From an optimization exercise on the open Yosys and OpenROAD flow, aimed at a short achievable clock period and few clock cycles; shortcuts taken in it are not production practice.
The RTL was checked by simulation tests, not by an equivalence proof against the original design.
Power figures rest on the tool's default switching activity, not on a simulated workload.

File: flow/config.mk
export PLATFORM = sky130hd
export DESIGN_NAME = mips_pipe_top
export DESIGN_NICKNAME = mips_pipe_top
export VERILOG_FILES = /design/flow/design.v
export SDC_FILE = /design/flow/constraint.sdc
export NUM_CORES = 4
export LEC_CHECK = 0
export CAP_MARGIN = 20
export CORE_MARGIN = 2
export CORE_UTILIZATION = 45
export CTS_CLUSTER_DIAMETER = 80
export CTS_CLUSTER_SIZE = 24
export SETUP_SLACK_MARGIN = 3.8
export SLEW_MARGIN = 20
export TNS_END_PERCENT = 100
File: flow/design.v
package mips_pkg;
    localparam int NUM_REGS  = 32;
    localparam int MEM_WORDS = 32;
    typedef logic [31:0]                   word_t;       
    typedef logic [31:0]                   instr_t;
    typedef logic [$clog2(NUM_REGS)-1:0]   reg_addr_t;
    typedef logic [$clog2(MEM_WORDS)-1:0]  mem_addr_t;   
    localparam logic [5:0] OP_RTYPE = 6'b000000;
    localparam logic [5:0] OP_ADDI  = 6'b001000;
    localparam logic [5:0] OP_LW    = 6'b100011;
    localparam logic [5:0] OP_SW    = 6'b101011;
    localparam logic [5:0] FN_ADD = 6'b100000;
    localparam logic [5:0] FN_SUB = 6'b100010;
    localparam logic [5:0] FN_AND = 6'b100100;
    localparam logic [5:0] FN_OR  = 6'b100101;
    localparam logic [5:0] FN_SLT = 6'b101010;
endpackage
`timescale 1ns/1ns
module mips_decode
(
    input  logic                clk,
    input  logic                reset,
    input  logic                instr_valid,
    input  mips_pkg::instr_t    instr,
    input  mips_pkg::word_t     rs_data,
    input  mips_pkg::word_t     rt_data,
    input  logic                r_write,
    input  mips_pkg::reg_addr_t r_dest,
    output logic [31:0]         rs_sel,
    output logic [31:0]         rt_sel,
    output logic                rs_from_r,
    output logic                rt_from_r,
    output logic                rs_from_w,
    output logic                rt_from_w,
    output logic                id_valid,
    output logic [159:0]        id_cmp,
    output logic                ex_write,
    output logic                ex_store,
    output mips_pkg::reg_addr_t ex_dest,
    output logic [15:0]         ex_sel,
    output logic                ex_slt,
    output logic                ex_fwd_a,
    output logic                ex_fwd_sd,
    output mips_pkg::word_t     ex_a,
    output mips_pkg::word_t     ex_a2,
    output mips_pkg::word_t     ex_b,
    output logic                ex_inv,
    output mips_pkg::word_t     ex_sd,
    output logic [31:0]         ex_word_a
);
    logic [5:0]          op;
    logic [5:0]          fn;
    mips_pkg::reg_addr_t rs;
    mips_pkg::reg_addr_t rt;
    logic                is_r;
    logic                d_add;
    logic                d_sub;
    logic                d_and;
    logic                d_or;
    logic                d_slt;
    logic                d_addi;
    logic                d_lw;
    logic                d_sw;
    mips_pkg::reg_addr_t d_dest;
    logic                d_writes;
    logic                hit_id_rs;
    logic                hit_id_rt;
    logic                hit_ex_rs;
    logic                hit_ex_rt;
    logic                hit_r_rs;
    logic                hit_r_rt;
    assign op     = instr[31:26];
    assign fn     = instr[5:0];
    assign rs     = instr[25:21];
    assign rt     = instr[20:16];
    assign is_r   = (op == mips_pkg::OP_RTYPE);
    assign d_add  = is_r && (fn == mips_pkg::FN_ADD);
    assign d_sub  = is_r && (fn == mips_pkg::FN_SUB);
    assign d_and  = is_r && (fn == mips_pkg::FN_AND);
    assign d_or   = is_r && (fn == mips_pkg::FN_OR);
    assign d_slt  = is_r && (fn == mips_pkg::FN_SLT);
    assign d_addi = (op == mips_pkg::OP_ADDI);
    assign d_lw   = (op == mips_pkg::OP_LW);
    assign d_sw   = (op == mips_pkg::OP_SW);
    assign d_dest = is_r ? instr[15:11] : instr[20:16];
    assign d_writes = (d_add || d_sub || d_and || d_or || d_slt || d_addi || d_lw) &&
                      (d_dest != '0);   
    logic                id_wr;
    mips_pkg::reg_addr_t id_dest;
    logic                id_add;
    logic                id_sub;
    logic                id_and;
    logic                id_or;
    logic                id_slt;
    logic                id_addi;
    logic                id_lw;
    logic                id_sw;
    logic                id_rs_ex;
    logic                id_rt_ex;
    logic [15:0]         id_imm;
    assign hit_id_rs = id_wr    && (id_dest == rs);
    assign hit_id_rt = id_wr    && (id_dest == rt);
    assign hit_ex_rs = ex_write && (ex_dest == rs);
    assign hit_ex_rt = ex_write && (ex_dest == rt);
    assign hit_r_rs  = r_write  && (r_dest  == rs);
    assign hit_r_rt  = r_write  && (r_dest  == rt);
    always_ff @(posedge clk)
    begin
        if (reset)
        begin
            id_valid <= 1'b0;
            id_wr    <= 1'b0;
        end
        else
        begin
            id_valid <= instr_valid;
            id_wr    <= instr_valid && d_writes;
        end
    end
    always_ff @(posedge clk)
    begin
        id_dest   <= d_dest;
        id_add    <= d_add;
        id_sub    <= d_sub;
        id_and    <= d_and;
        id_or     <= d_or;
        id_slt    <= d_slt;
        id_addi   <= d_addi;
        id_lw     <= d_lw;
        id_sw     <= d_sw;
        id_imm    <= instr[15:0];
        id_rs_ex  <= hit_id_rs;
        id_rt_ex  <= hit_id_rt;
        rs_from_r <= hit_ex_rs;
        rt_from_r <= hit_ex_rt;
        rs_from_w <= hit_r_rs && !hit_ex_rs;
        rt_from_w <= hit_r_rt && !hit_ex_rt;
        for (int j = 0; j < mips_pkg::NUM_REGS; j++)
        begin
            rs_sel[j] <= (j != 0) && (rs == 5'(j)) && !hit_ex_rs && !hit_r_rs;
            rt_sel[j] <= (j != 0) && (rt == 5'(j)) && !hit_ex_rt && !hit_r_rt;
        end
    end
    logic                use_imm;
    logic                inv;
    logic                fa;
    logic                fb;
    logic                c_ab;
    logic                c_rb;
    logic                c_ar;
    logic                c_rr;
    mips_pkg::word_t     imm_ext;
    logic [31:0]         word_a;
    assign use_imm = id_addi || id_lw || id_sw;
    assign inv     = id_sub || id_slt;
    assign imm_ext = {{16{id_imm[15]}}, id_imm};
    assign fa   = id_rs_ex;
    assign fb   = id_rt_ex && !use_imm;
    assign c_ab = !fa && !fb;
    assign c_rb =  fa && !fb;
    assign c_ar = !fa &&  fb;
    assign c_rr =  fa &&  fb;
    always_comb
    begin
        for (int j = 0; j < mips_pkg::MEM_WORDS; j++)
        begin
            id_cmp[5*j +: 5] = 5'(j) - id_imm[4:0];
            word_a[j]        = (rs_data[4:0] == id_cmp[5*j +: 5]);
        end
    end
    always_ff @(posedge clk)
    begin
        if (reset)
        begin
            ex_write <= 1'b0;
            ex_store <= 1'b0;
        end
        else
        begin
            ex_write <= id_wr;
            ex_store <= id_valid && id_sw;
        end
    end
    always_ff @(posedge clk)
    begin
        ex_dest    <= id_dest;
        ex_sel[0]  <= c_ab && (id_add || id_sub || id_addi);
        ex_sel[1]  <= c_rb && (id_add || id_sub || id_addi);
        ex_sel[2]  <= c_ar && id_add;
        ex_sel[3]  <= c_ar && id_sub;
        ex_sel[4]  <= c_rr && id_add;
        ex_sel[5]  <= c_ab && id_and;
        ex_sel[6]  <= c_rb && id_and;
        ex_sel[7]  <= c_ar && id_and;
        ex_sel[8]  <= c_ab && id_or;
        ex_sel[9]  <= c_rb && id_or;
        ex_sel[10] <= c_ar && id_or;
        ex_sel[11] <= c_rr && (id_and || id_or);
        ex_sel[12] <= c_ab && id_slt;
        ex_sel[13] <= c_rb && id_slt;
        ex_sel[14] <= c_ar && id_slt;
        ex_sel[15] <= id_lw;
        ex_slt     <= id_slt;
        ex_fwd_a   <= fa;
        ex_fwd_sd  <= id_rt_ex;
        ex_a       <= rs_data;
        ex_a2      <= inv ? ~rs_data : rs_data;
        ex_b       <= use_imm ? imm_ext : (inv ? ~rt_data : rt_data);
        ex_inv     <= inv;
        ex_sd      <= rt_data;
        ex_word_a  <= word_a;
    end
endmodule
`timescale 1ns/1ns
module mips_reg_file
(
    input  logic                clk,
    input  logic                reset,
    input  logic [31:0]         rs_sel,
    input  logic [31:0]         rt_sel,
    input  logic                rs_from_r,
    input  logic                rt_from_r,
    input  logic                rs_from_w,
    input  logic                rt_from_w,
    input  mips_pkg::word_t     r_data,
    input  logic [31:0]         w_we,
    input  mips_pkg::word_t     w_data,
    output mips_pkg::word_t     rs_data,
    output mips_pkg::word_t     rt_data
);
    mips_pkg::word_t regs [1:mips_pkg::NUM_REGS-1];
    always_ff @(posedge clk)
    begin
        for (int i = 1; i < mips_pkg::NUM_REGS; i++)
        begin
            if (reset)
                regs[i] <= 32'(i);   
            else if (w_we[i])
                regs[i] <= w_data;
        end
    end
    always_comb
    begin
        rs_data = ({32{rs_from_r}} & r_data) | ({32{rs_from_w}} & w_data);
        rt_data = ({32{rt_from_r}} & r_data) | ({32{rt_from_w}} & w_data);
        for (int i = 1; i < mips_pkg::NUM_REGS; i++)
        begin
            rs_data = rs_data | ({32{rs_sel[i]}} & regs[i]);
            rt_data = rt_data | ({32{rt_sel[i]}} & regs[i]);
        end
    end
endmodule
`timescale 1ns/1ns
module mips_execute
(
    input  logic                clk,
    input  logic                reset,
    input  logic                ex_write,
    input  mips_pkg::reg_addr_t ex_dest,
    input  logic [15:0]         ex_sel,
    input  logic                ex_slt,
    input  logic                ex_fwd_a,
    input  logic                ex_fwd_sd,
    input  mips_pkg::word_t     ex_a,
    input  mips_pkg::word_t     ex_a2,
    input  mips_pkg::word_t     ex_b,
    input  logic                ex_inv,
    input  mips_pkg::word_t     ex_sd,
    input  logic [31:0]         ex_word_a,
    input  logic [159:0]        id_cmp,
    input  mips_pkg::word_t     load_data,
    output logic [31:0]         mem_word,
    output mips_pkg::word_t     store_data,
    output logic                r_write,
    output mips_pkg::reg_addr_t r_dest,
    output mips_pkg::word_t     r_data
);
    logic [33:0]     s_ab;
    logic [33:0]     s_rb;
    logic [32:0]     s_ar;
    logic            lt;
    mips_pkg::word_t value;
    logic [31:0]     word_r;
    logic [31:0]     word_r_next;
    assign s_ab = {1'b0, ex_a,   1'b1} + {1'b0, ex_b, ex_inv};
    assign s_rb = {1'b0, r_data, 1'b1} + {1'b0, ex_b, ex_inv};
    assign s_ar = {1'b0, ex_a2} + {1'b0, r_data};
    assign value = ({32{ex_sel[0]}}  & s_ab[32:1])
                 | ({32{ex_sel[1]}}  & s_rb[32:1])
                 | ({32{ex_sel[2]}}  & s_ar[31:0])
                 | ({32{ex_sel[3]}}  & ~s_ar[31:0])
                 | ({32{ex_sel[4]}}  & {r_data[30:0], 1'b0})
                 | ({32{ex_sel[5]}}  & (ex_a & ex_b))
                 | ({32{ex_sel[6]}}  & (r_data & ex_b))
                 | ({32{ex_sel[7]}}  & (ex_a2 & r_data))
                 | ({32{ex_sel[8]}}  & (ex_a | ex_b))
                 | ({32{ex_sel[9]}}  & (r_data | ex_b))
                 | ({32{ex_sel[10]}} & (ex_a2 | r_data))
                 | ({32{ex_sel[11]}} & r_data)
                 | ({32{ex_sel[15]}} & load_data);
    assign lt = (ex_sel[12] && !s_ab[33])
             || (ex_sel[13] && !s_rb[33])
             || (ex_sel[14] && s_ar[32]);
    assign mem_word   = ex_fwd_a ? word_r : ex_word_a;
    assign store_data = ex_fwd_sd ? r_data : ex_sd;
    always_comb
    begin
        for (int j = 0; j < mips_pkg::MEM_WORDS; j++)
        begin
            if (ex_slt)
                word_r_next[j] = (id_cmp[5*j +: 5] == {4'b0, lt});
            else
                word_r_next[j] = (value[4:0] == id_cmp[5*j +: 5]);
        end
    end
    always_ff @(posedge clk)
    begin
        if (reset)
            r_write <= 1'b0;
        else
            r_write <= ex_write;
    end
    always_ff @(posedge clk)
    begin
        r_dest <= ex_dest;
        r_data <= {value[31:1], value[0] | lt};
        word_r <= word_r_next;
    end
endmodule
`timescale 1ns/1ns
module mips_result
(
    input  logic                clk,
    input  logic                reset,
    input  logic                ex_store,
    input  logic [31:0]         mem_word,
    input  mips_pkg::word_t     store_data,
    input  logic                r_write,
    input  mips_pkg::reg_addr_t r_dest,
    input  mips_pkg::word_t     r_data,
    output mips_pkg::word_t     load_data,
    output logic [31:0]         w_we,
    output mips_pkg::word_t     w_data
);
    mips_pkg::word_t data_mem [0:mips_pkg::MEM_WORDS-1];
    always_comb
    begin
        load_data = '0;
        for (int j = 0; j < mips_pkg::MEM_WORDS; j++)
            load_data = load_data | ({32{mem_word[j]}} & data_mem[j]);
    end
    always_ff @(posedge clk)
    begin
        for (int j = 0; j < mips_pkg::MEM_WORDS; j++)
        begin
            if (reset)
                data_mem[j] <= 32'(j);   
            else if (ex_store && mem_word[j])
                data_mem[j] <= store_data;
        end
    end
    always_ff @(posedge clk)
    begin
        for (int j = 0; j < mips_pkg::NUM_REGS; j++)
        begin
            if (reset)
                w_we[j] <= 1'b0;
            else
                w_we[j] <= r_write && (r_dest == 5'(j));
        end
    end
    always_ff @(posedge clk)
    begin
        w_data <= r_data;
    end
endmodule
`timescale 1ns/1ns
module mips_pipe_top
(
    input  logic                clk,
    input  logic                reset,
    input  logic                instr_valid,
    input  mips_pkg::instr_t    instr,
    output logic                instr_credit,
    output logic                wb_valid,
    output mips_pkg::reg_addr_t wb_reg,
    output mips_pkg::word_t     wb_data
);
    logic [31:0]         rs_sel;
    logic [31:0]         rt_sel;
    logic                rs_from_r;
    logic                rt_from_r;
    logic                rs_from_w;
    logic                rt_from_w;
    mips_pkg::word_t     rs_data;
    mips_pkg::word_t     rt_data;
    logic                id_valid;
    logic [159:0]        id_cmp;
    logic                ex_write;
    logic                ex_store;
    mips_pkg::reg_addr_t ex_dest;
    logic [15:0]         ex_sel;
    logic                ex_slt;
    logic                ex_fwd_a;
    logic                ex_fwd_sd;
    mips_pkg::word_t     ex_a;
    mips_pkg::word_t     ex_a2;
    mips_pkg::word_t     ex_b;
    logic                ex_inv;
    mips_pkg::word_t     ex_sd;
    logic [31:0]         ex_word_a;
    logic [31:0]         mem_word;
    mips_pkg::word_t     store_data;
    mips_pkg::word_t     load_data;
    logic                r_write;
    mips_pkg::reg_addr_t r_dest;
    mips_pkg::word_t     r_data;
    logic [31:0]         w_we;
    mips_pkg::word_t     w_data;
    assign instr_credit = id_valid;   
    assign wb_valid     = r_write;
    assign wb_reg       = r_dest;
    assign wb_data      = r_data;
    mips_decode   decode_i   (.*);
    mips_reg_file reg_file_i (.*);
    mips_execute  execute_i  (.*);
    mips_result   result_i   (.*);
endmodule
File: flow/constraint.sdc
create_clock -name core_clock -period 6.5 [get_ports {clk}]
set_input_delay 1.3000 -clock core_clock [delete_from_list [all_inputs] [get_ports {clk}]]
set_output_delay 1.3000 -clock core_clock [all_outputs]
set_load 0.01 [all_outputs]
File: flow/run.sh
#!/bin/bash
# synth_recipe.tcl (not shown) runs the flow's synth.tcl, then flattens the netlist and writes it again
# the make line also repeats each setting of config.mk as NAME=value (left out here)
make -C /OpenROAD-flow-scripts/flow DESIGN_CONFIG=/design/flow/config.mk WORK_HOME=/design/flow/orfs CLKGATE_MAP_FILE= SYNTH_SCRIPT=/design/flow/synth_recipe.tcl finish
==> results.sh, run 1 <==
export IMPL_outcome="timing/DRC/antenna clean"
export IMPL_final_cell_mix="dfxtp_1, nor2_1, a211oi_1"
export IMPL_synth_ff_type="dfxtp_1"
export IMPL_critical_path_arrival_ps=4190
export IMPL_setup_viol=0
export IMPL_syn_inst=11638
export IMPL_drv_cap=0
export IMPL_clkSlewWorstSetupHoldPaths_ps=90
export IMPL_slew_headroom=0.161
export IMPL_crit_buf_inv=3
export IMPL_cp_required_ps=7240
export IMPL_ys_warn_count=6
export IMPL_gp_congestion=0.988
export IMPL_setup_worst_path_class="reg2reg"
export IMPL_cpMaxStageDelayCell="fa_2"
export IMPL_critPathMaxStageDelay_ps=410
export IMPL_syn_cell_area_um2=108000
export IMPL_io_pins=74
export IMPL_cts_htree_levels=4
export IMPL_cp_end_kind="flop"
export IMPL_drive_gt1_frac=0.144
export IMPL_gr_total_overflow=0
export IMPL_start_util=0.453
export IMPL_worstSetupStartpointType="flop"
export IMPL_ys_ff_latch=2435
export IMPL_numPortBuffers=73
export IMPL_totalWireLength_um=536000
export IMPL_root_buffer="clkbuf_16"
export IMPL_grt_pass1_vias=94472
export IMPL_first_pass_iters=12
export IMPL_gr_usage_met2=0.608
export IMPL_hold_worst_slack_ps=367
export IMPL_dieHeight_um=493
export IMPL_cpMostUsedCell="buf_12"
export IMPL_area_delta_synth_final_pct=15.0
export IMPL_core_area_um2=238000
export IMPL_period_needed_ps=3450
export IMPL_fp_row_count=179
export IMPL_peakVddDrop_mv=0.227
export IMPL_fill_cells=21520
export IMPL_drtAntennaViolNets=0
export IMPL_synth_nets=11880
export IMPL_final_max_slew_viol_count=0
export IMPL_seq_area_frac_synth=0.453
export IMPL_tightest_slew_ps=1260
export IMPL_antenna_found_initial=17
export IMPL_synth_edf_count=0
export IMPL_grt_use_total=0.409
export IMPL_rsz0062_at_grt="yes"
export IMPL_top_regs="result_i.data_mem x1024, reg_file_i.regs x992"
export IMPL_powerDensity_nw_per_um2=224
export IMPL_grt_pass1_wl_um=722000
export IMPL_hold_viol=0
export IMPL_grt_util_met3=0.134
export IMPL_grtUsageMet1=0.490
export IMPL_finalSetupTns_ps=0
export IMPL_clock_skew_ps=43.9
export IMPL_crit_family="compound AO/OA/AOI/OAI gates"
export IMPL_num_vias=102682
export IMPL_first_iter_violations=18853
export IMPL_hold_buffers=0
export IMPL_finish_net_count=11598
export IMPL_synth_cell_type_count=96
export IMPL_cts_buffers_inserted=134
export IMPL_grt_busiest_layer="met2"
export IMPL_leakage_nw=41.1
export IMPL_clk_latency_ps=870
export IMPL_largest_register_ffs=1024
export IMPL_timing_fmax_mhz=290
export IMPL_fp_dieArea_um2=243000
export IMPL_drt_wirelength_per_cell_um=36.6
export IMPL_regMostFlops="result_i.data_mem"
export IMPL_hold_class="reg2reg"
export IMPL_place_hpwl_um=297000
export IMPL_final_common_cell="dfxtp_1"
export IMPL_postSynth_asyncResetShare=0
export IMPL_period_share=0.531
export IMPL_die_w_um=493
export IMPL_drc=0
export IMPL_clock_sinks=2435
export IMPL_syn_area_per_cell_um2=9.25
export IMPL_path_cells="ha_4 > fa_2 > a211oi_4 > o31ai_4 > o2111ai_4 > and2_4 > o221a_4 > or3_4 > a32oi_4 > buf_12 > buf_12 > xnor2_4 > buf_12 > nor3_2"
export IMPL_cts_tree="done"
export IMPL_cts_buffer_depth=3
export IMPL_avgViaCountPerCell=7.03
export IMPL_path_max_fanout=4
export IMPL_grt_max_degree=219
[layer usage]
metal  routed length [um]  vias to the layer above
li1                     -                    42187
met3                73300                     2836
met5                  336                        -
met4                52700                       22
met1               187000                    49061
met2               222000                     8576
[final cells by class]
type                            count  area [um^2]  share of cell area
Antenna cell                       12         30.0            0.000242
Clock buffer                      165         3670              0.0297
Clock inverter                     52          686             0.00553
Inverter                          167          642             0.00518
Multi-Input combinational cell   7868        57500               0.464
Sequential cell                  2435        49200               0.397
Tap cell                         3167         3960              0.0320
Timing Repair Buffer              750         8150              0.0658
[cell families after synthesis]
kind of cell    after synthesis  share of synthesized area
compound gates             3198                      0.232
xor+xnor                    240                     0.0203
buf+inv                    1360                     0.0480
fa+ha+maj                   207                     0.0243
flops                      2435                      0.453
simple gates               3191                      0.129
mux                        1007                     0.0944
[what timing repair did]
action                     in CTS  in global routing
setup endpoints to repair    1104                457
buffers inserted              264                107
resized for setup             856                323
pin swaps                     165                152
cloned                         20                 19
[synth_stat cells (203+ instances only)]
cell / instances / share of area
a211oi_1: 962 / 0.067
a221oi_1: 433 / 0.035
a22o_1: 395 / 0.032
a22oi_1: 699 / 0.049
buf_1: 203 / 0.0071
clkbuf_1: 980 / 0.034
dfxtp_1: 2435 / 0.45
ha_1: 204 / 0.024
mux2i_1: 967 / 0.090
nand2_1: 261 / 0.0091
nand4_1: 218 / 0.013
nor2_1: 2139 / 0.075
[worst paths after layout]
path / start / to / slack, ps / cells past startpoint
hold reg to reg: decode_i.id_lw / decode_i.ex_sel[15] / 370 / 0
setup reg to reg: execute_i.r_data[0] / execute_i.word_r[2] / 3050 / 14
setup / recovery: execute_i.r_data[0] / execute_i.word_r[2] / 3050 / 14
hold / removal: decode_i.id_lw / decode_i.ex_sel[15] / 370 / 0
[power breakdown]
part | leakage [nW] | internal (mW) | switching, mW
logic | 19.3 | 0.881 | 1.72
clock network | 2.13 | 4.42 | 5.59
registers | 19.7 | 15.0 | 0.187
[metrics by stage]
| stage | total power [mW] | instance area, um^2 | utilization | setup WS [ps] | std cells |
|---|---|---|---|---|---|
| 3_3_place_gp | 17.3 | 111000 | 0.467 | 1690 | 13971 |
| 6_report | 27.8 | 124000 | 0.521 | 3050 | 14616 |
| 3_5_place_dp | 17.3 | 111000 | 0.468 | 1730 | 13974 |
| 4_1_cts | 27.4 | 121000 | 0.510 | 3130 | 14475 |
| 5_1_grt | 28.3 | 124000 | 0.521 | 2980 | 14607 |
| 2_1_floorplan | 16.5 | 108000 | - | 3470 | 11638 |
Testbench counts, summed over its fixed seeds: cycles 4,824.
==> inputs of run 2 (changes only) <==
--- a/flow/design.v
+++ b/flow/design.v
@@ -34,12 +34,14 @@
     output logic                rt_from_w,
     output logic                id_valid,
     output logic [159:0]        id_cmp,
+    output logic [31:0]         id_zero,
+    output logic [31:0]         id_one,
+    output logic                id_fwd_a,
     output logic                ex_write,
     output logic                ex_store,
     output mips_pkg::reg_addr_t ex_dest,
     output logic [15:0]         ex_sel,
     output logic                ex_slt,
-    output logic                ex_fwd_a,
     output logic                ex_fwd_sd,
     output mips_pkg::word_t     ex_a,
     output mips_pkg::word_t     ex_a2,
@@ -154,7 +156,8 @@
     assign use_imm = id_addi || id_lw || id_sw;
     assign inv     = id_sub || id_slt;
     assign imm_ext = {{16{id_imm[15]}}, id_imm};
-    assign fa   = id_rs_ex;
+    assign fa       = id_rs_ex;
+    assign id_fwd_a = fa;
     assign fb   = id_rt_ex && !use_imm;
     assign c_ab = !fa && !fb;
     assign c_rb =  fa && !fb;
@@ -165,6 +168,8 @@
         for (int j = 0; j < mips_pkg::MEM_WORDS; j++)
         begin
             id_cmp[5*j +: 5] = 5'(j) - id_imm[4:0];
+            id_zero[j]       = (id_imm[4:0] == 5'(j));          
+            id_one[j]        = (id_imm[4:0] == 5'(j) - 5'd1);   
             word_a[j]        = (rs_data[4:0] == id_cmp[5*j +: 5]);
         end
     end
@@ -201,14 +206,13 @@
         ex_sel[14] <= c_ar && id_slt;
         ex_sel[15] <= id_lw;
         ex_slt     <= id_slt;
-        ex_fwd_a   <= fa;
         ex_fwd_sd  <= id_rt_ex;
         ex_a       <= rs_data;
         ex_a2      <= inv ? ~rs_data : rs_data;
         ex_b       <= use_imm ? imm_ext : (inv ? ~rt_data : rt_data);
         ex_inv     <= inv;
         ex_sd      <= rt_data;
-        ex_word_a  <= word_a;
+        ex_word_a  <= fa ? '0 : word_a;   
     end
 endmodule
 `timescale 1ns/1ns
@@ -259,7 +263,6 @@
     input  mips_pkg::reg_addr_t ex_dest,
     input  logic [15:0]         ex_sel,
     input  logic                ex_slt,
-    input  logic                ex_fwd_a,
     input  logic                ex_fwd_sd,
     input  mips_pkg::word_t     ex_a,
     input  mips_pkg::word_t     ex_a2,
@@ -268,6 +271,9 @@
     input  mips_pkg::word_t     ex_sd,
     input  logic [31:0]         ex_word_a,
     input  logic [159:0]        id_cmp,
+    input  logic [31:0]         id_zero,
+    input  logic [31:0]         id_one,
+    input  logic                id_fwd_a,
     input  mips_pkg::word_t     load_data,
     output logic [31:0]         mem_word,
     output mips_pkg::word_t     store_data,
@@ -301,14 +307,16 @@
     assign lt = (ex_sel[12] && !s_ab[33])
              || (ex_sel[13] && !s_rb[33])
              || (ex_sel[14] && s_ar[32]);
-    assign mem_word   = ex_fwd_a ? word_r : ex_word_a;
+    assign mem_word   = word_r | ex_word_a;
     assign store_data = ex_fwd_sd ? r_data : ex_sd;
     always_comb
     begin
         for (int j = 0; j < mips_pkg::MEM_WORDS; j++)
         begin
-            if (ex_slt)
-                word_r_next[j] = (id_cmp[5*j +: 5] == {4'b0, lt});
+            if (!id_fwd_a)
+                word_r_next[j] = 1'b0;
+            else if (ex_slt)
+                word_r_next[j] = lt ? id_one[j] : id_zero[j];
             else
                 word_r_next[j] = (value[4:0] == id_cmp[5*j +: 5]);
         end
@@ -396,12 +404,14 @@
     mips_pkg::word_t     rt_data;
     logic                id_valid;
     logic [159:0]        id_cmp;
+    logic [31:0]         id_zero;
+    logic [31:0]         id_one;
+    logic                id_fwd_a;
     logic                ex_write;
     logic                ex_store;
     mips_pkg::reg_addr_t ex_dest;
     logic [15:0]         ex_sel;
     logic                ex_slt;
-    logic                ex_fwd_a;
     logic                ex_fwd_sd;
     mips_pkg::word_t     ex_a;
     mips_pkg::word_t     ex_a2;
==> results.sh, run 2 <==
export IMPL_outcome="timing/DRC/antenna clean"
export IMPL_drt_wirelength_per_cell_um=35.0
export IMPL_r2r_cells=15
export IMPL_drv_cap=0
export IMPL_setup_viol=0
export IMPL_dieHeight_um=494
export IMPL_muxShareOfSynthArea=0.0921
export IMPL_fp_row_count=180
export IMPL_synth_edf_count=0
export IMPL_num_vias=101452
export IMPL_synth_area_leaders="dfxtp_1, mux2i_1, nor2_1"
export IMPL_seq_area_frac_synth=0.450
export IMPL_synth_top_family_by_area="compound AO/OA/AOI/OAI gates"
export IMPL_numPortBuffers=73
export IMPL_clkSlewWorstSetupHoldPaths_ps=90
export IMPL_postSynth_asyncResetShare=0
export IMPL_synth_xor_area_frac=0.0202
export IMPL_r2r_start="decode_i.ex_b[11]"
export IMPL_synth_top_area_cell="dfxtp_1"
export IMPL_area_delta_synth_final_pct=12.2
export IMPL_io_pins=74
export IMPL_top_regs="result_i.data_mem x1024, reg_file_i.regs x992"
export IMPL_synth_compound_area_frac=0.232
export IMPL_comb_power_share=0.071
export IMPL_drive_gt1_frac=0.122
export IMPL_cts_tree="done"
export IMPL_synth_top_cell_area_share=0.450
export IMPL_finalSetupTns_ps=0
export IMPL_p_int_mw=19.8
export IMPL_path_max_fanout=7
export IMPL_fp_dieArea_um2=244000
export IMPL_final_common_cell="dfxtp_1"
export IMPL_fill_cells=22080
export IMPL_hold_path_startpoint="decode_i.id_lw"
export IMPL_syn_area_per_cell_um2=9.18
export IMPL_cts_htree_levels=4
export IMPL_setup_worst_path_class="reg2reg"
export IMPL_final_max_slew_viol_count=0
export IMPL_grt_use_total=0.396
export IMPL_avgViaCountPerCell=6.96
export IMPL_largest_register_ffs=1024
export IMPL_post_layout_nonfiller_instances=14576
export IMPL_multi_input_area_um2=57200
export IMPL_cts_buffers_inserted=134
export IMPL_clock_skew_ps=47.0
export IMPL_core_area_um2=240000
export IMPL_peakVddDrop_mv=0.221
export IMPL_dp_cells=14081
export IMPL_drc=0
export IMPL_yosysMostFrequentCell="dfxtp_1"
export IMPL_final_cell_mix="dfxtp_1, nor2_1, a211oi_1"
export IMPL_ys_ff_latch=2434
export IMPL_synth_ff_type="dfxtp_1"
export IMPL_cts_buffer_depth=3
export IMPL_cp_required_ps=7230
export IMPL_cp_end_kind="flop"
export IMPL_syn_inst=11789
export IMPL_gp_congestion=0.963
export IMPL_clock_power_share=0.370
export IMPL_hold_viol=0
export IMPL_synth_cell_type_count=86
export IMPL_powerDensity_nw_per_um2=222
export IMPL_finish_net_count=11543
export IMPL_gr_total_overflow=0
export IMPL_drtAntennaViolNets=0
export IMPL_min_to="decode_i.ex_sel[15]"
export IMPL_grt_pass1_vias=94397
export IMPL_r2r_end="execute_i.word_r[9]"
export IMPL_clock_sinks=2434
export IMPL_period_share=0.560
export IMPL_regArea_um2=49200
export IMPL_critical_path_arrival_ps=4370
export IMPL_leakage_nw=40.1
export IMPL_dpl_worst_slack_ps=2210
export IMPL_rsz0062_at_grt="yes"
export IMPL_synth_nets=12039
export IMPL_hold_depth=0
export IMPL_syn_cell_area_um2=108000
export IMPL_start_util=0.451
export IMPL_slew_headroom=0.134
export IMPL_timing_fmax_mhz=275
export IMPL_die_w_um=494
export IMPL_tightest_slew_ps=1300
export IMPL_crit_start="decode_i.ex_b[11]"
export IMPL_grt_pass1_wl_um=706000
export IMPL_period_needed_ps=3640
export IMPL_synth_commonest_cells="dfxtp_1, nor2_1, clkbuf_1"
export IMPL_regMostFlops="result_i.data_mem"
export IMPL_hold_class="reg2reg"
export IMPL_first_iter_violations=17436
export IMPL_p_switching_mw=7.07
export IMPL_place_hpwl_um=288000
export IMPL_swShare=0.263
export IMPL_grt_max_degree=219
export IMPL_hold_buffers=0
export IMPL_root_buffer="clkbuf_16"
export IMPL_worstSetupStartpointType="flop"
export IMPL_ys_warn_count=6
export IMPL_first_pass_iters=14
export IMPL_totalWireLength_um=510000
export IMPL_antenna_found_initial=21
export IMPL_clk_latency_ps=860
export IMPL_seqPwrFrac=0.559
export IMPL_timing_final_ws_setup_ps=2860
export IMPL_synthSimpleGateAreaFrac=0.131
export IMPL_synthAdderAreaFrac=0.0251
export IMPL_rrSetupSlack_ps=2860
## run 2: cell types whose count changed in the layout (fill, tap and decap cells not counted), sizes merged, moves of 11 or more
cell / before / now
a21oi: 145 / 132
or2: 7 / 41
buf: 708 / 547
nor3: 109 / 92
and3: 20 / 47
inv: 189 / 208
xnor2: 153 / 170
and2: 69 / 58
o21ai: 117 / 161
mux2: 41 / 11
a221oi: 435 / 455
mux2i: 971 / 994
a22oi: 699 / 672
nand4: 218 / 239
## run 2: power groups by stage
stage	Clock, mW	Combinational, mW	Sequential [mW]
global placement	0	1.53	15.4
CTS	9.95	1.71	15.0
global route	10.5	1.93	15.0
detailed placement	0	1.53	15.4
floorplan	0	0.891	15.3
finish	9.96	1.91	15.0
## run 2: through the flow
stage | hold slack, ps | utilization | total power [mW] | area [um^2]
2_1_floorplan | 332 | - | 16.2 | 109000
3_3_place_gp | 352 | 0.464 | 16.9 | 111000
3_5_place_dp | 360 | 0.465 | 16.9 | 111000
4_1_cts | 376 | 0.498 | 26.7 | 119000
5_1_grt | 393 | 0.506 | 27.4 | 121000
6_report | 377 | 0.506 | 26.9 | 121000
## run 2: area by class of cell
class                      instances  area share
tap                             3185      0.0328
timing repair buffer             587      0.0496
clock inverter                    55     0.00572
inverter                         180     0.00566
antenna                           19    0.000392
clock buffer                     160      0.0299
sequential                      2434       0.405
multi-input combinational       7956       0.471
## run 2: layer usage
| metal | global-route usage | share of wire |
|---|---|---|
| met1 | 0.487 | 0.37 |
| met2 | 0.592 | 0.42 |
| met3 | 0.118 | 0.13 |
| met4 | 0.273 | 0.085 |
| met5 | 0.000978 | 0.000067 |
## run 2: worst max-delay path by stage
stage	to	slack, ps
4_1_cts	execute_i.word_r[31]	2970
5_1_grt	execute_i.word_r[31]	2840
2_1_floorplan	execute_i.word_r[31]	3370
3_5_place_dp	execute_i.word_r[25]	2210
6_report	execute_i.word_r[9]	2860
3_3_place_gp	execute_i.word_r[31]	2320
## run 2: cell families after synthesis
group	Yosys count
simple gates	3258
compound gates	3227
flops	2434
buf+inv	1413
mux	994
xor+xnor	248
fa+ha+maj	215
## run 2: what timing repair did
action | CTS | global route
resized for setup | 757 | 264
setup endpoints to repair | 782 | 314
cloned | 17 | 9
buffers inserted | 155 | 79
pin swaps | 101 | 98
endpoints found under the hold margin | 0 | 0
## run 2: worst max-delay path, cell delays in order (launching register included)
cell and delay [ps]:
dfxtp_1 380, inv_1 100, ha_2 360, a21oi_4 220, o221ai_2 160, a2111oi_2 410, nand3_2 210, a21oi_2 180
o21ai_0 180, nor4bb_4 210, buf_4 170, buf_4 140, buf_12 140, clkbuf_16 160, or2_2 280, a22o_1 200
Testbench counts of run 2, summed over its fixed seeds: cycles 4,824.
==> inputs of run 3 (changes only) <==
--- a/flow/design.v
+++ b/flow/design.v
@@ -42,6 +42,7 @@
     output mips_pkg::reg_addr_t ex_dest,
     output logic [15:0]         ex_sel,
     output logic                ex_slt,
+    output logic                ex_other,
     output logic                ex_fwd_sd,
     output mips_pkg::word_t     ex_a,
     output mips_pkg::word_t     ex_a2,
@@ -206,6 +207,7 @@
         ex_sel[14] <= c_ar && id_slt;
         ex_sel[15] <= id_lw;
         ex_slt     <= id_slt;
+        ex_other   <= id_and || id_or || (c_rr && id_sub);   
         ex_fwd_sd  <= id_rt_ex;
         ex_a       <= rs_data;
         ex_a2      <= inv ? ~rs_data : rs_data;
@@ -263,6 +265,7 @@
     input  mips_pkg::reg_addr_t ex_dest,
     input  logic [15:0]         ex_sel,
     input  logic                ex_slt,
+    input  logic                ex_other,
     input  logic                ex_fwd_sd,
     input  mips_pkg::word_t     ex_a,
     input  mips_pkg::word_t     ex_a2,
@@ -286,11 +289,19 @@
     logic [32:0]     s_ar;
     logic            lt;
     mips_pkg::word_t value;
+    mips_pkg::word_t other;
     logic [31:0]     word_r;
     logic [31:0]     word_r_next;
     assign s_ab = {1'b0, ex_a,   1'b1} + {1'b0, ex_b, ex_inv};
     assign s_rb = {1'b0, r_data, 1'b1} + {1'b0, ex_b, ex_inv};
     assign s_ar = {1'b0, ex_a2} + {1'b0, r_data};
+    assign other = ({32{ex_sel[5]}}  & (ex_a & ex_b))
+                 | ({32{ex_sel[6]}}  & (r_data & ex_b))
+                 | ({32{ex_sel[7]}}  & (ex_a2 & r_data))
+                 | ({32{ex_sel[8]}}  & (ex_a | ex_b))
+                 | ({32{ex_sel[9]}}  & (r_data | ex_b))
+                 | ({32{ex_sel[10]}} & (ex_a2 | r_data))
+                 | ({32{ex_sel[11]}} & r_data);
     assign value = ({32{ex_sel[0]}}  & s_ab[32:1])
                  | ({32{ex_sel[1]}}  & s_rb[32:1])
                  | ({32{ex_sel[2]}}  & s_ar[31:0])
@@ -313,12 +324,15 @@
     begin
         for (int j = 0; j < mips_pkg::MEM_WORDS; j++)
         begin
-            if (!id_fwd_a)
-                word_r_next[j] = 1'b0;
-            else if (ex_slt)
-                word_r_next[j] = lt ? id_one[j] : id_zero[j];
-            else
-                word_r_next[j] = (value[4:0] == id_cmp[5*j +: 5]);
+            word_r_next[j] = id_fwd_a &&
+                ((ex_sel[0]  && s_ab[5:1] == id_cmp[5*j +: 5])
+              || (ex_sel[1]  && s_rb[5:1] == id_cmp[5*j +: 5])
+              || (ex_sel[2]  && s_ar[4:0] == id_cmp[5*j +: 5])
+              || (ex_sel[3]  && ~s_ar[4:0] == id_cmp[5*j +: 5])
+              || (ex_sel[4]  && {r_data[3:0], 1'b0} == id_cmp[5*j +: 5])
+              || (ex_sel[15] && load_data[4:0] == id_cmp[5*j +: 5])
+              || (ex_slt     && (lt ? id_one[j] : id_zero[j]))
+              || (ex_other   && other[4:0] == id_cmp[5*j +: 5]));
         end
     end
     always_ff @(posedge clk)
@@ -412,6 +426,7 @@
     mips_pkg::reg_addr_t ex_dest;
     logic [15:0]         ex_sel;
     logic                ex_slt;
+    logic                ex_other;
     logic                ex_fwd_sd;
     mips_pkg::word_t     ex_a;
     mips_pkg::word_t     ex_a2;
==> results.sh, run 3 <==
export IMPL_dieHeight_um=504
export IMPL_hold_path_startpoint="decode_i.id_lw"
export IMPL_grt_pass1_wl_um=761000
export IMPL_peakVddDrop_mv=0.264
export IMPL_grt_pass1_vias=99996
export IMPL_period_needed_ps=3260
export IMPL_io_pins=74
export IMPL_clk_latency_ps=860
export IMPL_cts_buffers_inserted=134
export IMPL_yosysMostFrequentCell="dfxtp_1"
export IMPL_area_delta_synth_final_pct=14.9
export IMPL_totalWireLength_um=553000
export IMPL_place_hpwl_um=318000
export IMPL_drv_cap=0
export IMPL_timing_fmax_mhz=307
export IMPL_post_layout_nonfiller_instances=15531
export IMPL_hold_buffers=0
export IMPL_hold_class="reg2reg"
export IMPL_finish_net_count=12361
export IMPL_critical_path_arrival_ps=4010
export IMPL_dpl_worst_slack_ps=1820
export IMPL_syn_inst=12469
export IMPL_core_area_um2=249000
export IMPL_synth_top_cell_area_share=0.433
export IMPL_crit_start="execute_i.r_data[0]"
export IMPL_gr_total_overflow=0
export IMPL_cts_buffer_depth=3
export IMPL_synth_edf_count=0
export IMPL_final_common_cell="dfxtp_1"
export IMPL_tightest_slew_ps=1370
export IMPL_cpMostUsedCell="buf_12"
export IMPL_synth_top_area_cell="dfxtp_1"
export IMPL_clkSlewWorstSetupHoldPaths_ps=90
export IMPL_start_util=0.453
export IMPL_powerDensity_nw_per_um2=229
export IMPL_clock_sinks=2435
export IMPL_postSynth_asyncResetShare=0
export IMPL_numPortBuffers=73
export IMPL_cp_required_ps=7260
export IMPL_r2r_end="execute_i.word_r[11]"
export IMPL_final_max_slew_viol_count=0
export IMPL_num_vias=108177
export IMPL_fp_row_count=183
export IMPL_critPathMaxStageDelay_ps=420
export IMPL_root_buffer="clkbuf_16"
export IMPL_finalSetupTns_ps=0
export IMPL_timing_final_ws_setup_ps=3240
export IMPL_cts_htree_levels=4
export IMPL_synth_cell_type_count=95
export IMPL_cp_end_kind="flop"
export IMPL_cts_tree="done"
export IMPL_first_pass_iters=15
export IMPL_clock_skew_ps=55.2
export IMPL_hold_depth=0
export IMPL_path_cells="inv_4 > ha_4 > a211oi_4 > o21ai_1 > or3b_4 > a31o_4 > o311a_4 > o31ai_4 > nand4bb_4 > buf_12 > buf_12 > mux2i_4 > o32ai_2"
export IMPL_rsz0062_at_grt="yes"
export IMPL_syn_cell_area_um2=113000
export IMPL_min_to="decode_i.ex_sel[15]"
export IMPL_first_iter_violations=19348
export IMPL_cpMaxStageDelayCell="dfxtp_4"
export IMPL_drt_wirelength_per_cell_um=35.6
export IMPL_ys_ff_latch=2435
export IMPL_drtAntennaViolNets=0
export IMPL_leakage_nw=42.8
export IMPL_crit_buf_inv=3
export IMPL_drive_gt1_frac=0.147
export IMPL_fp_dieArea_um2=254000
export IMPL_synth_nets=12719
export IMPL_seq_area_frac_synth=0.433
export IMPL_grt_use_total=0.409
export IMPL_setup_worst_path_class="reg2reg"
export IMPL_dp_cells=14931
export IMPL_regMostFlops="result_i.data_mem"
export IMPL_avgViaCountPerCell=6.97
export IMPL_synth_commonest_cells="dfxtp_1, nor2_1, clkbuf_1"
export IMPL_r2r_cells=13
export IMPL_gp_congestion=0.998
export IMPL_setup_viol=0
export IMPL_fill_cells=22741
export IMPL_antenna_found_initial=22
export IMPL_drc=0
export IMPL_period_share=0.501
export IMPL_synth_area_leaders="dfxtp_1, mux2i_1, nor2_1"
export IMPL_path_max_fanout=7
export IMPL_final_cell_mix="dfxtp_1, nor2_1, mux2i_1"
export IMPL_hold_viol=0
export IMPL_crit_family="compound AO/OA/AOI/OAI gates"
export IMPL_largest_register_ffs=1024
export IMPL_synth_ff_type="dfxtp_1"
export IMPL_r2r_start="execute_i.r_data[0]"
export IMPL_slew_headroom=0.0888
export IMPL_die_w_um=504
export IMPL_top_regs="result_i.data_mem x1024, reg_file_i.regs x992"
export IMPL_outcome="timing/DRC/antenna clean"
export IMPL_grt_max_degree=238
export IMPL_worstSetupStartpointType="flop"
export IMPL_syn_area_per_cell_um2=9.03
export IMPL_ys_warn_count=6
export IMPL_rrSetupSlack_ps=3240
==> run 3: how the worst max path moves through the flow <==
stage / to / slack (ps) / cells past startpoint
finish: execute_i.word_r[11] / 3240 / 13
global route: execute_i.word_r[11] / 3190 / 13
floorplan: execute_i.word_r[15] / 3410 / 15
global placement: execute_i.word_r[3] / 1960 / 12
CTS: execute_i.word_r[23] / 3260 / 13
detailed placement: execute_i.word_r[11] / 1820 / 12
==> run 3: per-layer routing <==
layer | share of wire | GRT usage | up-vias
met1 | 0.36 | 0.493 | 52009
met4 | 0.093 | 0.303 | 32
met2 | 0.42 | 0.611 | 8376
met3 | 0.13 | 0.130 | 2669
met5 | 0.00042 | 0.00225 | -
li1 | - | - | 45091
==> run 3: power by group <==
group	total [mW]	leakage [nW]	internal [mW]	switching [mW]
combinational	4.69	21.0	1.68	3.01
clock	9.84	2.07	4.32	5.53
sequential	15.1	19.8	15.0	0.141
==> run 3: cell type report <==
type,instances,area (um^2),share of cell area
Clock inverter,57,743,0.00575
Timing Repair Buffer,741,7980,0.0617
Multi-Input combinational cell,8613,62900,0.486
Tap cell,3330,4170,0.0322
Inverter,186,759,0.00587
Antenna cell,16,40.0,0.000310
Clock buffer,153,3500,0.0271
Sequential cell,2435,49200,0.381
==> run 3: metrics by stage <==
stage | hold WS [ps] | instance area, um^2 | power (mW) | utilization
floorplan | 332 | 113000 | 17.5 | -
global placement | 349 | 116000 | 18.7 | 0.467
detailed placement | 349 | 116000 | 18.7 | 0.467
CTS | 371 | 127000 | 29.0 | 0.510
global route | 374 | 129000 | 30.2 | 0.520
finish | 372 | 129000 | 29.6 | 0.520
==> run 3: logic make-up (layout without fill, tap and decap cells) <==
kind of cell | count (synthesis) | count (layout) | share of synthesized area
AND/OR/NAND/NOR | 3580 | 3583 | 0.141
AO/OA/AOI/OAI | 3445 | 3445 | 0.234
flip-flops | 2435 | 2435 | 0.433
buffers and inverters | 1432 | 1137 | 0.0483
multiplexers | 1013 | 1021 | 0.0906
XOR/XNOR | 349 | 349 | 0.0293
adder cells (fa/ha/maj) | 215 | 215 | 0.0241
other | 0 | 16 | 0
==> run 3: timing repair <==
action                      CTS  global route
pin swaps                   182           147
setup endpoints to repair   762           372
resized for setup          1095           338
setup buffers               262            80
cloned                       19             7
Testbench counts of run 3, summed over its fixed seeds: cycles 4,824.
==> inputs of run 4 (changes only) <==
--- a/flow/config.mk
+++ b/flow/config.mk
@@ -7,9 +7,10 @@
 export LEC_CHECK = 0
 export CAP_MARGIN = 20
 export CORE_MARGIN = 2
-export CORE_UTILIZATION = 45
+export CORE_UTILIZATION = 50
 export CTS_CLUSTER_DIAMETER = 80
 export CTS_CLUSTER_SIZE = 24
+export PLACE_DENSITY = 0.7
 export SETUP_SLACK_MARGIN = 3.8
 export SLEW_MARGIN = 20
 export TNS_END_PERCENT = 100
==> results.sh, run 4 <==
export IMPL_p_int_mw=20.7
export IMPL_peakVddDrop_mv=0.226
export IMPL_critical_path_arrival_ps=4050
export IMPL_hold_viol=0
export IMPL_root_buffer="clkbuf_16"
export IMPL_p_switching_mw=8.47
export IMPL_avgViaCountPerCell=7.23
export IMPL_cts_buffer_depth=3
export IMPL_synth_xor_area_frac=0.0293
export IMPL_drv_cap=0
export IMPL_antenna_found_initial=20
export IMPL_synth_compound_area_frac=0.234
export IMPL_timing_fmax_mhz=304
export IMPL_drtAntennaViolNets=0
export IMPL_dieHeight_um=478
export IMPL_swShare=0.290
export IMPL_outcome="timing/DRC/antenna clean"
export IMPL_dp_cells=14576
export IMPL_hold_worst_slack_ps=366
export IMPL_muxShareOfSynthArea=0.0906
export IMPL_totalWireLength_um=532000
export IMPL_clkSlewWorstSetupHoldPaths_ps=100
export IMPL_synth_commonest_cells="dfxtp_1, nor2_1, clkbuf_1"
export IMPL_setup_viol=0
export IMPL_place_hpwl_um=298000
export IMPL_grt_pass1_wl_um=738000
export IMPL_synth_area_leaders="dfxtp_1, mux2i_1, nor2_1"
export IMPL_yosysMostFrequentCell="dfxtp_1"
export IMPL_num_vias=109427
export IMPL_cts_htree_levels=4
export IMPL_comb_power_share=0.155
export IMPL_path_cells="buf_6 > fa_2 > xor2_2 > xnor2_2 > nand3_1 > nand2b_1 > nor3b_1 > a2111o_1 > a311oi_1 > o21ai_1 > a221o_1"
export IMPL_synthAdderAreaFrac=0.0241
export IMPL_dr_max_layer_used="met5"
export IMPL_drt_met1_wl_um=188000
export IMPL_core_area_um2=224000
export IMPL_drc=0
export IMPL_leakage_nw=42.4
export IMPL_numPortBuffers=73
export IMPL_synth_top_cell_area_share=0.433
export IMPL_gr_total_overflow=0
export IMPL_top_regs="result_i.data_mem x1024, reg_file_i.regs x992"
export IMPL_seq_area_frac_synth=0.433
export IMPL_fp_dieArea_um2=229000
export IMPL_clock_power_share=0.327
export IMPL_first_iter_violations=20569
export IMPL_cts_buffers_inserted=130
export IMPL_final_max_slew_viol_count=0
export IMPL_synth_edf_count=0
export IMPL_synth_top_area_cell="dfxtp_1"
export IMPL_finalSetupTns_ps=0
export IMPL_path_max_fanout=4
export IMPL_powerDensity_nw_per_um2=228
export IMPL_cpMaxStageDelayCell="a2111o_1"
export IMPL_grt_use_total=0.438
export IMPL_grt_max_degree=214
export IMPL_synth_ff_type="dfxtp_1"
export IMPL_r2r_cells=11
export IMPL_synthSimpleGateAreaFrac=0.141
export IMPL_cts_tree="done"
export IMPL_wl_met2_um=216000
export IMPL_rsz0062_at_grt="yes"
export IMPL_finish_net_count=12316
export IMPL_period_share=0.506
export IMPL_gp_congestion=0.985
export IMPL_syn_cell_area_um2=113000
export IMPL_hold_depth=0
export IMPL_synth_nets=12719
export IMPL_cp_end_kind="flop"
export IMPL_final_cell_mix="dfxtp_1, nor2_1, mux2i_1"
export IMPL_syn_area_per_cell_um2=9.03
export IMPL_tightest_slew_ps=1350
export IMPL_slew_headroom=0.0982
export IMPL_synth_cell_type_count=95
export IMPL_final_common_cell="dfxtp_1"
export IMPL_fill_cells=19592
export IMPL_regMostFlops="result_i.data_mem"
export IMPL_clk_latency_ps=880
export IMPL_worstSetupStartpointType="flop"
export IMPL_fp_row_count=174
export IMPL_start_util=0.502
export IMPL_clock_sinks=2435
export IMPL_drt_wirelength_per_cell_um=35.2
export IMPL_cp_required_ps=7260
export IMPL_syn_inst=12469
export IMPL_die_w_um=478
export IMPL_clock_skew_ps=57.7
export IMPL_drive_gt1_frac=0.139
export IMPL_io_pins=74
export IMPL_hold_class="reg2reg"
export IMPL_seqPwrFrac=0.518
export IMPL_wl_met3_um=77900
export IMPL_grt_pass1_vias=101034
export IMPL_synth_top_family_by_area="compound AO/OA/AOI/OAI gates"
export IMPL_period_needed_ps=3290
export IMPL_largest_register_ffs=1024
export IMPL_post_layout_nonfiller_instances=15131
export IMPL_critPathMaxStageDelay_ps=450
export IMPL_rrSetupSlack_ps=3210
export IMPL_ys_warn_count=6
export IMPL_ys_ff_latch=2435
export IMPL_area_delta_synth_final_pct=13.6
export IMPL_first_pass_iters=13
export IMPL_setup_worst_path_class="reg2reg"
export IMPL_postSynth_asyncResetShare=0
==> run 4: power groups by stage <==
stage	sequential, mW	combinational, mW	clock (mW)
floorplan	15.4	2.09	0
CTS	15.1	4.02	9.48
detailed placement	15.5	3.23	0
global route	15.1	4.59	9.99
global placement	15.5	3.22	0
finish	15.1	4.53	9.54
==> run 4: what timing repair did <==
item / 4_1_cts / 5_1_grt
resized for setup: 1012 / 327
pin swaps: 133 / 129
hold buffers: 0 / 0
cloned: 24 / 7
setup endpoints to repair: 824 / 288
buffers inserted: 248 / 64
==> run 4: final timing paths <==
check | from | to
setup / recovery | decode_i.ex_b[0] | execute_i.word_r[13]
hold / removal | decode_i.id_lw | decode_i.ex_sel[15]
setup reg to reg | decode_i.ex_b[0] | execute_i.word_r[13]
hold reg to reg | decode_i.id_lw | decode_i.ex_sel[15]
==> run 4: per-layer routing <==
layer / track usage / up-vias
met3: 0.155 / 3011
met1: 0.538 / 52012
met5: 0.000630 / -
met2: 0.636 / 9448
met4: 0.311 / 20
li1: - / 44936
==> run 4: cell type report <==
class,instances,area [um^2],area share
Multi-Input combinational cell,8617,62700,0.491
Tap cell,2992,3740,0.0293
Antenna cell,21,52.6,0.000411
Sequential cell,2435,49200,0.385
Clock buffer,150,3490,0.0273
Timing Repair Buffer,696,7410,0.0579
Clock inverter,34,510,0.00399
Inverter,186,723,0.00566
==> run 4: worst max-delay path, delay by kind of cell (launching register included) <==
family | cells | cell delay (ps)
AND/OR/NAND/NOR | 3 | 540
AO/OA/AOI/OAI | 4 | 1150
flip-flops | 1 | 380
XOR/XNOR | 2 | 590
buffers and inverters | 1 | 130
adder cells (fa/ha/maj) | 1 | 380
==> run 4: cell families (layout without fill, tap and decap cells) <==
logic type	Yosys count	after routing
AND/OR/NAND/NOR	3580	3583
AO/OA/AOI/OAI	3445	3445
flip-flops	2435	2435
buffers and inverters	1432	1066
multiplexers	1013	1024
XOR/XNOR	349	350
adder cells (fa/ha/maj)	215	215
other	0	21
==> run 4: stage by stage <==
step	instance area (um^2)	setup WS, ps	power [mW]	util
2_1_floorplan	113000	3410	17.5	-
3_3_place_gp	115000	1880	18.7	0.515
3_5_place_dp	115000	1830	18.7	0.515
4_1_cts	125000	3200	28.6	0.560
5_1_grt	128000	3140	29.7	0.570
6_report	128000	3210	29.2	0.570
==> inputs of run 5 (changes only) <==
--- a/flow/config.mk
+++ b/flow/config.mk
@@ -7,10 +7,10 @@
 export LEC_CHECK = 0
 export CAP_MARGIN = 20
 export CORE_MARGIN = 2
-export CORE_UTILIZATION = 50
+export CORE_UTILIZATION = 45
 export CTS_CLUSTER_DIAMETER = 80
 export CTS_CLUSTER_SIZE = 24
-export PLACE_DENSITY = 0.7
-export SETUP_SLACK_MARGIN = 3.8
+export PLACE_DENSITY = 0.65
+export SETUP_SLACK_MARGIN = 3.5
 export SLEW_MARGIN = 20
 export TNS_END_PERCENT = 100
==> results.sh, run 5 <==
export IMPL_outcome="timing/DRC/antenna clean"
export IMPL_worstSetupStartpointType="flop"
export IMPL_num_vias=107887
export IMPL_postSynth_asyncResetShare=0
export IMPL_synth_area_leaders="dfxtp_1, mux2i_1, nor2_1"
export IMPL_final_max_slew_viol_count=0
export IMPL_swShare=0.290
export IMPL_period_share=0.520
export IMPL_start_util=0.453
export IMPL_period_needed_ps=3380
export IMPL_tightest_slew_ps=1380
export IMPL_grt_busiest_layer="met2"
export IMPL_leakage_nw=41.2
export IMPL_path_max_fanout=35
export IMPL_root_buffer="clkbuf_16"
export IMPL_top_regs="result_i.data_mem x1024, reg_file_i.regs x992"
export IMPL_grt_util_met3=0.120
export IMPL_synth_commonest_cells="dfxtp_1, nor2_1, clkbuf_1"
export IMPL_synth_edf_count=0
export IMPL_grt_use_total=0.389
export IMPL_synth_top_cell_area_share=0.433
export IMPL_final_cell_mix="dfxtp_1, nor2_1, mux2i_1"
export IMPL_synth_ff_type="dfxtp_1"
export IMPL_synth_top_area_cell="dfxtp_1"
export IMPL_place_hpwl_um=299000
export IMPL_gp_congestion=0.972
export IMPL_timing_fmax_mhz=296
export IMPL_seq_area_frac_synth=0.433
export IMPL_clock_sinks=2435
export IMPL_cts_buffers_inserted=132
export IMPL_crit_family="buffers and inverters"
export IMPL_r2r_cells=11
export IMPL_cts_htree_levels=4
export IMPL_hold_class="reg2reg"
export IMPL_dpl_worst_slack_ps=1690
export IMPL_area_delta_synth_final_pct=11.6
export IMPL_largest_register_ffs=1024
export IMPL_grtUsageMet1=0.479
export IMPL_synth_cell_type_count=95
export IMPL_avgViaCountPerCell=7.02
export IMPL_totalWireLength_um=527000
export IMPL_r2r_end="execute_i.word_r[23]"
export IMPL_peakVddDrop_mv=0.274
export IMPL_grt_max_degree=246
export IMPL_utilization=0.505
export IMPL_die_w_um=504
export IMPL_core_area_um2=249000
export IMPL_finish_net_count=12201
export IMPL_min_to="decode_i.ex_sel[15]"
export IMPL_syn_cell_area_um2=113000
export IMPL_cpMaxStageDelayCell="buf_4"
export IMPL_setup_viol=0
export IMPL_synth_nets=12719
export IMPL_cpMostUsedCell="buf_4"
export IMPL_drive_gt1_frac=0.118
export IMPL_critPathMaxStageDelay_ps=570
export IMPL_grt_pass1_vias=99907
export IMPL_final_common_cell="dfxtp_1"
export IMPL_drv_cap=0
export IMPL_numPortBuffers=73
export IMPL_r2r_start="decode_i.ex_sel[0]"
export IMPL_hold_depth=0
export IMPL_crit_buf_inv=3
export IMPL_finalSetupTns_ps=0
export IMPL_cp_num_cells=11
export IMPL_grt_pass1_wl_um=729000
export IMPL_regMostFlops="result_i.data_mem"
export IMPL_comb_power_share=0.150
export IMPL_timing_final_ws_setup_ps=3120
export IMPL_syn_area_per_cell_um2=9.03
export IMPL_clock_skew_ps=48.5
export IMPL_p_int_mw=20.7
export IMPL_dieHeight_um=504
export IMPL_cts_buffer_depth=3
export IMPL_seqPwrFrac=0.517
export IMPL_cp_end_kind="flop"
export IMPL_ys_ff_latch=2435
export IMPL_cts_tree="done"
export IMPL_gr_total_overflow=0
export IMPL_setup_worst_path_class="reg2reg"
export IMPL_first_pass_iters=13
export IMPL_ys_warn_count=6
export IMPL_cp_required_ps=7250
export IMPL_slew_headroom=0.0807
export IMPL_rrSetupSlack_ps=3120
export IMPL_io_pins=74
export IMPL_first_iter_violations=19515
export IMPL_clock_power_share=0.333
export IMPL_path_cells="buf_4 > clkinvlp_4 > nor2_1 > nand2b_1 > nor3_1 > a32oi_2 > mux2i_2 > a2111oi_2 > buf_4 > mux2_4 > o221ai_2"
export IMPL_hold_worst_slack_ps=369
export IMPL_yosysMostFrequentCell="dfxtp_1"
export IMPL_hold_viol=0
export IMPL_gr_usage_met2=0.577
export IMPL_clk_latency_ps=870
export IMPL_critical_path_arrival_ps=4130
export IMPL_drt_wirelength_per_cell_um=34.3
export IMPL_p_switching_mw=8.47
export IMPL_hold_path_startpoint="decode_i.id_lw"
export IMPL_clkSlewWorstSetupHoldPaths_ps=100
export IMPL_rsz0062_at_grt="yes"
export IMPL_powerDensity_nw_per_um2=232
export IMPL_drtAntennaViolNets=0
export IMPL_fp_dieArea_um2=254000
export IMPL_drc=0
export IMPL_syn_inst=12469
export IMPL_antenna_found_initial=26
export IMPL_fp_row_count=183
run 5: what timing repair did:
| item | in CTS | in global routing |
|---|---|---|
| pin swaps | 72 | 58 |
| gates cloned | 13 | 10 |
| buffers inserted | 112 | 79 |
| hold buffers | 0 | 0 |
| resized for setup | 613 | 278 |
| setup endpoints to repair | 238 | 248 |
run 5: cell families (layout without fill, tap and decap cells):
| kind of cell | count (synthesis) | count (layout) | share of synthesized area |
|---|---|---|---|
| other | 0 | 20 | 0 |
| AND/OR/NAND/NOR | 3580 | 3582 | 0.141 |
| multiplexers | 1013 | 1027 | 0.0906 |
| XOR/XNOR | 349 | 349 | 0.0293 |
| AO/OA/AOI/OAI | 3445 | 3445 | 0.234 |
| adder cells (fa/ha/maj) | 215 | 215 | 0.0241 |
| buffers and inverters | 1432 | 964 | 0.0483 |
| flip-flops | 2435 | 2435 | 0.433 |
run 5: worst register-to-register path: cells and delay by family (launching register included):
kind | cells | cell delay (ps)
compound gates | 3 | 410
mux | 2 | 540
buf+inv | 3 | 1060
flops | 1 | 320
simple gates | 3 | 930
run 5: routing by layer:
metal	up-vias	share of wire	routed length (um)
met4	20	0.089	46900
li1	44758	-	-
met2	8674	0.41	218000
met3	2826	0.14	71200
met5	-	0.00071	375
met1	51609	0.36	190000
run 5: power by group through the flow:
stage | Clock, mW | Combinational, mW | Sequential (mW)
after floorplan | 0 | 2.08 | 15.4
after global placement | 0 | 3.24 | 15.4
after detailed placement | 0 | 3.26 | 15.5
after CTS | 9.71 | 3.77 | 15.1
after global routing | 10.2 | 4.44 | 15.1
final | 9.72 | 4.37 | 15.1
run 5: area by class of cell:
type	count	area (um^2)
Fill cell	22873	123000
Multi-Input combinational cell	8618	61800
Sequential cell	2435	49100
Timing Repair Buffer	578	5650
Tap cell	3330	4170
Clock buffer	154	3520
Inverter	186	744
Clock inverter	46	616
Antenna cell	20	50.0
run 5: worst max-delay path by stage:
| stage | start | to | slack, ps |
|---|---|---|---|
| floorplan | execute_i.r_data[2] | execute_i.word_r[15] | 3410 |
| detailed placement | execute_i.r_data[7] | execute_i.word_r[3] | 1690 |
| global placement | execute_i.r_data[7] | execute_i.word_r[3] | 1690 |
| finish | decode_i.ex_sel[0] | execute_i.word_r[23] | 3120 |
| CTS | execute_i.r_data[3] | execute_i.word_r[23] | 3160 |
| global route | decode_i.ex_sel[0] | execute_i.word_r[23] | 3130 |
run 5: through the flow:
step | cell area (um^2) | instances | power (mW)
floorplan | 113000 | 12469 | 17.5
global placement | 116000 | 14925 | 18.7
detailed placement | 116000 | 14925 | 18.7
CTS | 123000 | 15250 | 28.6
global route | 126000 | 15348 | 29.8
finish | 126000 | 15367 | 29.2

[afterwards: timing with drivers on the ports]
Ports are ideal in the flow. The routed layouts listed here were re-timed in OpenROAD.
Step 1 (the two cells are an assumption about what drives the block):
set clk [get_ports {clk}]
set_driving_cell -lib_cell sky130_fd_sc_hd__clkbuf_16 $clk
set_driving_cell -lib_cell sky130_fd_sc_hd__buf_2 [delete_from_list [all_inputs] $clk]
Step 2 times the ports against the registers' clock, not the clock port: input delays grow and output delays shrink by t, the midpoint of the rising clock arrivals with the driver on.
Slacks: ideal ports / drivers / drivers and shift; pairs: ideal ports / drivers.
run | t (ns) | setup slack, ns | hold WS [ns] | pins driven straight from the clock port
run 1 | 0.955 | 3.049 / 3.049 / 2.904 | 0.367 / 0.367 / 0.367 | 1
run 2 | 0.934 | 2.858 / 2.858 / 2.858 | 0.377 / 0.377 / 0.377 | 1
run 3 | 0.934 | 3.245 / 3.245 / 3.013 | 0.372 / 0.372 / 0.372 | 1
run 4 | 0.936 | 3.209 / 3.209 / 2.875 | 0.366 / 0.366 / 0.366 | 1
run 5 | 0.946 | 3.117 / 3.117 / 2.865 | 0.369 / 0.369 / 0.369 | 1
After both steps every run listed still meets setup and hold. For run 4, which loses most, drivers alone change the setup slack by 0.000 ns; drivers and shift together by -0.334 ns.
